Source: an optimization exercise on an open RTL-to-GDS flow (aim: small area). Production flows keep margins and buffers that such runs may drop. Where RTL was checked, it was by simulation tests only, not by an equivalence proof against the original. Power is estimated from default activity; no workload was simulated.

==> flow/design.v <==
package core_pkg;
  localparam logic [5:0] OP_RTYPE = 6'b000000;
  localparam logic [5:0] OP_ADDI  = 6'b001000;
  localparam logic [5:0] OP_LW    = 6'b100011;
  localparam logic [5:0] OP_SW    = 6'b101011;
  localparam logic [5:0] OP_BEQ   = 6'b000100;
  localparam logic [5:0] OP_BNE   = 6'b000101;
  localparam logic [5:0] OP_J     = 6'b000010;
  localparam logic [5:0] FN_ADD   = 6'b100000;
  localparam logic [5:0] FN_SUB   = 6'b100010;
  localparam logic [5:0] FN_AND   = 6'b100100;
  localparam logic [5:0] FN_OR    = 6'b100101;
  localparam logic [5:0] FN_SLT   = 6'b101010;
  localparam logic [5:0] FN_SLL   = 6'b000000;
  localparam logic [5:0] FN_SRL   = 6'b000010;
  localparam logic [3:0] S_INIT   = 4'd0;    
  localparam logic [3:0] S_FETCH  = 4'd1;    
  localparam logic [3:0] S_WAIT   = 4'd2;    
  localparam logic [3:0] S_RDT    = 4'd3;    
  localparam logic [3:0] S_SHQ    = 4'd4;    
  localparam logic [3:0] S_EXEC   = 4'd5;    
  localparam logic [3:0] S_P2     = 4'd6;    
  localparam logic [3:0] S_MEM    = 4'd7;    
  localparam logic [3:0] S_WAITWB = 4'd8;    
  localparam logic [3:0] S_SWD    = 4'd9;    
  localparam logic [3:0] S_MEMW   = 4'd10;   
  localparam logic [3:0] S_LWB    = 4'd12;   
  localparam logic [3:0] S_HALT   = 4'd11;
endpackage
module core_alu (
  input  logic [3:0] a,
  input  logic [3:0] b,
  input  logic       cin,
  input  logic       sub,
  input  logic       lop,    
  input  logic       lor,    
  output logic [3:0] y,
  output logic       cout
);
  logic [3:0] bb, s;
  logic [4:0] c;
  assign bb = b ^ {4{sub}};
  assign c[0] = cin;
  for (genvar i = 0; i < 4; i++) begin : g_fa
    assign s[i]   = a[i] ^ bb[i] ^ c[i];
    assign c[i+1] = (a[i] & bb[i]) | (a[i] & c[i]) | (bb[i] & c[i]);
  end
  assign cout = c[4];
  assign y = !lop ? s : lor ? (a | b) : (a & b);
endmodule
module core_rf (
  input  logic       clk,
  input  logic       clr,      
  input  logic       wen,
  input  logic [4:0] wa,
  input  logic [3:0] wd,
  input  logic [4:0] ra,
  output logic [3:0] rq
);
  logic [991:0] rf;            
  logic [7:0] rhi;
  logic [3:0] rlo;
  always_comb begin
    for (int j = 0; j < 8; j++) rhi[j] = ra[4:2] == 3'(j);
    for (int k = 0; k < 4; k++) rlo[k] = ra[1:0] == 2'(k);
    rq = 4'b0000;
    for (int i = 1; i < 32; i++) rq = rq | (rf[32*(i-1) +: 4] & {4{rhi[i/4] & rlo[i%4]}});
  end
  logic [7:0] whi;
  logic [3:0] wlo;
  always_comb begin
    for (int j = 0; j < 8; j++) whi[j] = clr || (wen && wa[4:2] == 3'(j));
    for (int k = 0; k < 4; k++) wlo[k] = clr || wa[1:0] == 2'(k);
  end
  always_ff @(posedge clk)
    for (int i = 1; i < 32; i++)
      rf[32*(i-1) +: 32] <= {(whi[i/4] && wlo[i%4]) ? wd : rf[32*(i-1) +: 4], rf[32*(i-1) + 4 +: 28]};
endmodule
import core_pkg::*;
module multicycle_core #(
  parameter int                ADDR_W   = 32,
  parameter logic [ADDR_W-1:0] RESET_PC = '0
) (
  input  logic              clk,
  input  logic              rst,
  output logic              imem_req,
  output logic [ADDR_W-1:0] imem_addr,
  input  logic              imem_ready,
  input  logic [31:0]       imem_rdata,
  output logic              dmem_req,
  output logic              dmem_we,
  output logic [ADDR_W-1:0] dmem_addr,
  output logic [31:0]       dmem_wdata,
  input  logic              dmem_ready,
  input  logic [31:0]       dmem_rdata,
  output logic [ADDR_W-1:0] pc_out,
  output logic [31:0]       alu_result,
  output logic              retire,
  output logic              halted
);
  logic [3:0]   state, state_n;
  logic [2:0]   ph;
  logic [31:0]  ir, ar;
  logic [31:0]  pc;            
  logic [4:0]   srt;           
  logic [2:0]   prev;          
  logic         c, cp, ret_q;
  logic [5:0] op, fn;
  logic [4:0] rs, rt, rd, sh, dest, rsel;
  assign op = ir[31:26];
  assign fn = ir[5:0];
  assign rs = ir[25:21];
  assign rt = ir[20:16];
  assign rd = ir[15:11];
  assign sh = ir[10:6];
  logic is_r, is_mem, is_sw, is_addi, is_br, is_j, is_slt, is_sh, writes, need_rt;
  assign is_mem  = op[5];
  assign is_sw   = op[5] & op[3];
  assign is_addi = !op[5] & op[3];
  assign is_br   = !op[5] & op[2];
  assign is_j    = !op[5] & op[1];
  assign is_r    = !op[5] & !op[3] & !op[2] & !op[1];
  assign is_slt  = is_r & fn[3];
  assign is_sh   = is_r & !fn[5];
  assign writes  = is_r | is_addi | (is_mem & !is_sw);
  assign need_rt = is_r | is_br;
  assign dest    = is_r ? rd : rt;
  function automatic logic legal_f(input logic [31:0] w);
    logic [5:0] o, f;
    o = w[31:26];
    f = w[5:0];
    if (o == OP_RTYPE)
      legal_f = f == FN_ADD || f == FN_SUB || f == FN_AND || f == FN_OR || f == FN_SLT ||
                f == FN_SLL || f == FN_SRL;
    else
      legal_f = o == OP_ADDI || o == OP_LW || o == OP_SW || o == OP_BEQ || o == OP_BNE || o == OP_J;
  endfunction
  logic ph0, ph7;
  assign ph0 = ph == 3'd0;
  assign ph7 = ph == 3'd7;
  logic st_init, st_fetch, st_rdt, st_shq, st_exec, st_p2, st_mem, st_swd, st_memw, st_lwb;
  assign st_init  = state == S_INIT;
  assign st_fetch = state == S_FETCH;
  assign st_rdt   = state == S_RDT;
  assign st_shq   = state == S_SHQ;
  assign st_exec  = state == S_EXEC;
  assign st_p2    = state == S_P2;
  assign st_mem   = state == S_MEM;
  assign st_swd   = state == S_SWD;
  assign st_memw  = state == S_MEMW;
  assign st_lwb   = state == S_LWB;
  logic [3:0]   rq;
  assign rsel = st_swd ? srt : st_rdt ? rt : rs;
  logic       irot;
  logic [3:0] irq, immq, hiq;
  assign irot = (st_exec || st_p2) && !is_r && !ph[2];
  assign hiq  = ph[1:0] == 2'd0 ? ir[19:16] : ph[1:0] == 2'd1 ? ir[23:20] : {2'b00, ir[25:24]};
  assign irq  = ph[2] ? hiq : ir[3:0];
  assign immq = ph[2] ? {4{ir[15]}} : ir[3:0];
  logic [3:0] alu_y;
  logic       alu_c, sub, lt, eq, taken;
  assign sub = is_r & fn[5] & fn[1];
  core_alu u_alu (
    .a(rq), .b(is_r ? ar[3:0] : immq), .cin(ph0 ? sub : c), .sub(sub),
    .lop(is_r & fn[2]), .lor(fn[0]), .y(alu_y), .cout(alu_c)
  );
  assign lt    = (rq[3] ^ ar[3]) ? rq[3] : alu_y[3];
  assign eq    = c & (rq == ar[3:0]);
  assign taken = eq ^ op[0];
  logic [2:0] nrot;
  logic [1:0] rb;
  logic [4:0] m;
  logic       klt, keq;
  logic [6:0] win;
  logic [3:0] shq;
  assign rb   = fn[1] ? 2'd0 - sh[1:0] : sh[1:0];
  assign nrot = fn[1] ? sh[4:2] + 3'(sh[1:0] != 2'd0) : 3'd0 - sh[4:2];
  assign win  = {ar[3:0], ph0 ? ar[31:29] : prev};
  assign m   = fn[1] ? ~sh : sh;
  assign klt = ph < m[4:2];
  assign keq = ph == m[4:2];
  always_comb
    for (int b = 0; b < 4; b++)
      shq[b] = win[3'(b + 3) - 3'(rb)] &
               (fn[1] ? (klt || (keq && 2'(b) <= m[1:0])) : !(klt || (keq && 2'(b) < m[1:0])));
  logic [3:0] exres, p2res;
  assign exres = is_sh ? shq : alu_y;
  assign p2res = {3'b000, c & ph0};
  logic       pc_shift, pcin, pc_c;
  logic [3:0] pc_s, pc_in;
  assign pc_shift = st_init || st_exec || (st_p2 && is_br);
  assign pcin = (st_exec & ph0) | (cp & !ph0);
  assign {pc_c, pc_s} = {1'b0, pc[3:0]} + {1'b0, st_p2 ? immq : 4'b0000} + {4'b0000, pcin};
  always_comb begin
    pc_in = pc_s;
    if (st_init) pc_in = 4'b0000;
    else if (st_exec && is_j) begin
      if (ph < 3'd6) pc_in = irq;
      else if (ph == 3'd6) pc_in[1:0] = irq[1:0];
    end
  end
  logic [3:0] first;
  assign imem_req   = st_fetch;
  assign imem_addr  = ADDR_W'({pc[29:0], 2'b00});
  assign dmem_req   = st_mem || st_memw;
  assign dmem_we    = st_memw;
  assign dmem_addr  = ADDR_W'(ar);
  assign dmem_wdata = ir;
  assign alu_result = ar;
  assign pc_out     = ADDR_W'({pc[29:0], 2'b00});
  assign halted     = state == S_HALT;
  assign retire     = ret_q;
  assign first      = need_rt ? S_RDT : S_EXEC;
  logic need_rt_in;
  assign need_rt_in = !imem_rdata[31] && !imem_rdata[29] && !imem_rdata[27];
  always_comb begin
    state_n = state;
    case (state)
      S_INIT:   if (ph7) state_n = S_FETCH;
      S_FETCH:  if (imem_ready) state_n = !legal_f(imem_rdata) ? S_HALT : !ph7 ? S_WAIT :
                                          need_rt_in ? S_RDT : S_EXEC;
      S_WAIT:   if (ph7) state_n = first;
      S_RDT:    if (ph7) state_n = is_sh ? S_SHQ : S_EXEC;
      S_SHQ:    if (ph7) state_n = S_EXEC;
      S_EXEC:   if (ph7) state_n = is_sw ? S_SWD : is_mem ? S_MEM :
                                   (is_slt || (is_br && taken)) ? S_P2 : S_FETCH;
      S_P2:     if (ph7) state_n = S_FETCH;
      S_MEM:    if (dmem_ready) state_n = ph7 ? S_LWB : S_WAITWB;
      S_WAITWB: if (ph7) state_n = S_LWB;
      S_LWB:    if (ph7) state_n = S_FETCH;
      S_SWD:    if (ph7) state_n = S_MEMW;
      S_MEMW:   if (dmem_ready) state_n = S_FETCH;
      default:  ;
    endcase
  end
  always_ff @(posedge clk or negedge rst)
    if (!rst) begin
      state <= S_INIT;
      ph    <= 3'd0;
      ret_q <= 1'b0;
    end else begin
      state <= state_n;
      ph    <= ph + 3'd1;
      ret_q <= (st_exec && ph7 && !is_mem && !is_slt && !(is_br && taken))
            || (st_p2 && ph7)
            || ((st_mem || st_memw) && dmem_ready);
    end
  logic       wen;
  logic [3:0] wbits;
  logic [4:0] wa;
  assign wa    = st_lwb ? srt : dest;
  assign wen   = ((st_exec || st_p2) && writes && dest != 5'd0) || (st_lwb && srt != 5'd0);
  assign wbits = st_init ? 4'b0000 : st_exec ? exres : st_lwb ? ir[3:0] : p2res;
  core_rf u_rf (.clk(clk), .clr(st_init), .wen(wen), .wa(wa), .wd(wbits), .ra(rsel), .rq(rq));
  always_ff @(posedge clk) begin
    if (st_fetch) ir <= imem_rdata;
    else if (st_mem) ir <= dmem_rdata;
    else if (st_swd) ir <= {rq, ir[31:4]};
    else if (st_lwb) ir <= {ir[3:0], ir[31:4]};
    else if (irot) ir[15:0] <= {ir[3:0], ir[15:4]};
    if (st_exec) srt <= rt;
    if (pc_shift) pc <= {pc_in, pc[31:4]};
    cp <= pc_c;
    c  <= is_br ? (ph0 | c) & (rq == ar[3:0]) : (ph7 & is_slt) ? lt : alu_c;
    prev <= ar[3:1];
    if (st_rdt) ar <= {rq, ar[31:4]};
    else if (st_exec) ar <= {exres, ar[31:4]};
    else if (st_p2) ar <= {p2res, ar[31:4]};
    else if (st_shq && ph < nrot) ar <= {ar[3:0], ar[31:4]};
  end
endmodule
Settings: LEC_CHECK=0, ABC_AREA=1, CAP_MARGIN=20, CORE_MARGIN=2, CORE_UTILIZATION=55, PLACE_DENSITY=0.65, SLEW_MARGIN=20, SYNTH_HIERARCHICAL=1, SYNTH_MINIMUM_KEEP_SIZE=0; clock period 10.0 ns.
standard.sh (not shown) runs the stock make flow with config.mk's settings and CLKGATE_MAP_FILE= SYNTH_SCRIPT=/design/flow/synth_recipe.tcl, a recipe that flattens the netlist after the stock synthesis.
==> flow/flow/run.sh <==
#!/bin/bash
# Standard ORFS layout, with the smallest buffer on the ports and a clock tree without dummy loads.
set -euo pipefail
export BUFFER_PORTS_ARGS="-buffer_cell sky130_fd_sc_hd__buf_1"
export CTS_ARGS="-sink_clustering_enable -repair_clock_nets -dont_use_dummy_load -buf_list {sky130_fd_sc_hd__clkbuf_8} -sink_clustering_size 20 -sink_clustering_max_diameter 70"
bash standard.sh > standard.log 2>&1
Rerun with:
--- a/flow/design.v
+++ b/flow/design.v
@@ -148,18 +148,15 @@
   assign st_mem   = state == S_MEM;
   assign st_swd   = state == S_SWD;
   assign st_memw  = state == S_MEMW;
   assign st_lwb   = state == S_LWB;
   logic [3:0]   rq;
   assign rsel = st_swd ? srt : st_rdt ? rt : rs;
-  logic       irot;
-  logic [3:0] irq, immq, hiq;
-  assign irot = (st_exec || st_p2) && !is_r && !ph[2];
-  assign hiq  = ph[1:0] == 2'd0 ? ir[19:16] : ph[1:0] == 2'd1 ? ir[23:20] : {2'b00, ir[25:24]};
-  assign irq  = ph[2] ? hiq : ir[3:0];
-  assign immq = ph[2] ? {4{ir[15]}} : ir[3:0];
+  logic [3:0] irq, immq;
+  assign irq  = ir[{ph, 2'b00} +: 4];
+  assign immq = ph[2] ? {4{ir[15]}} : irq;
   logic [3:0] alu_y;
   logic       alu_c, sub, lt, eq, taken;
   assign sub = is_r & fn[5] & fn[1];
   core_alu u_alu (
     .a(rq), .b(is_r ? ar[3:0] : immq), .cin(ph0 ? sub : c), .sub(sub),
     .lop(is_r & fn[2]), .lor(fn[0]), .y(alu_y), .cout(alu_c)
@@ -254,17 +251,18 @@
   core_rf u_rf (.clk(clk), .clr(st_init), .wen(wen), .wa(wa), .wd(wbits), .ra(rsel), .rq(rq));
   always_ff @(posedge clk) begin
     if (st_fetch) ir <= imem_rdata;
     else if (st_mem) ir <= dmem_rdata;
     else if (st_swd) ir <= {rq, ir[31:4]};
     else if (st_lwb) ir <= {ir[3:0], ir[31:4]};
-    else if (irot) ir[15:0] <= {ir[3:0], ir[15:4]};
     if (st_exec) srt <= rt;
-    if (pc_shift) pc <= {pc_in, pc[31:4]};
-    cp <= pc_c;
-    c  <= is_br ? (ph0 | c) & (rq == ar[3:0]) : (ph7 & is_slt) ? lt : alu_c;
+    if (pc_shift) begin
+      pc <= {pc_in, pc[31:4]};
+      cp <= pc_c;
+    end
+    if (st_exec) c <= is_br ? (ph0 | c) & (rq == ar[3:0]) : (ph7 & is_slt) ? lt : alu_c;
     prev <= ar[3:1];
     if (st_rdt) ar <= {rq, ar[31:4]};
     else if (st_exec) ar <= {exres, ar[31:4]};
     else if (st_p2) ar <= {p2res, ar[31:4]};
     else if (st_shq && ph < nrot) ar <= {ar[3:0], ar[31:4]};
   end
Global-route usage came out lower by 0.72 points.
Power is about the same.
Core utilization barely changes.
Wire length is lower by 4.1%.
Worst setup slack degrades by 0.57 ns.
First-iteration DRC count fell by 15%.
For the first run of this note, only the layout was checked, not whether the RTL still works.

[separate check: timing with driven ports]
The flow's constraints put no driver on any port. The routed layouts listed below were extracted and timed again, unchanged, in two steps.
Step 1, drivers: a clkbuf_16 drives clk and a buf_2 each remaining input, both assumed.
Step 2 adds t to the input delays and takes it off the output delays; t is the mean of the earliest and latest rising clock arrival at the registers after step 1. Input paths then give back, and output paths get back, about the clock's delay inside the block.
Three values: ideal ports, drivers, drivers and shift; two values: the first two.
run | t (ns) | slack for setup (ns) | worst setup path at the end | clock arrival spread, ns | worst register clock-pin slew, ns
the first run | 0.691 | 3.748 / 3.748 / 3.748 | register to register | 0.113 / 0.113 | 0.11 / 0.11
the second run | 0.696 | 3.179 / 3.179 / 3.179 | register to register | 0.119 / 0.119 | 0.11 / 0.11
After both steps every run listed still meets setup and hold.
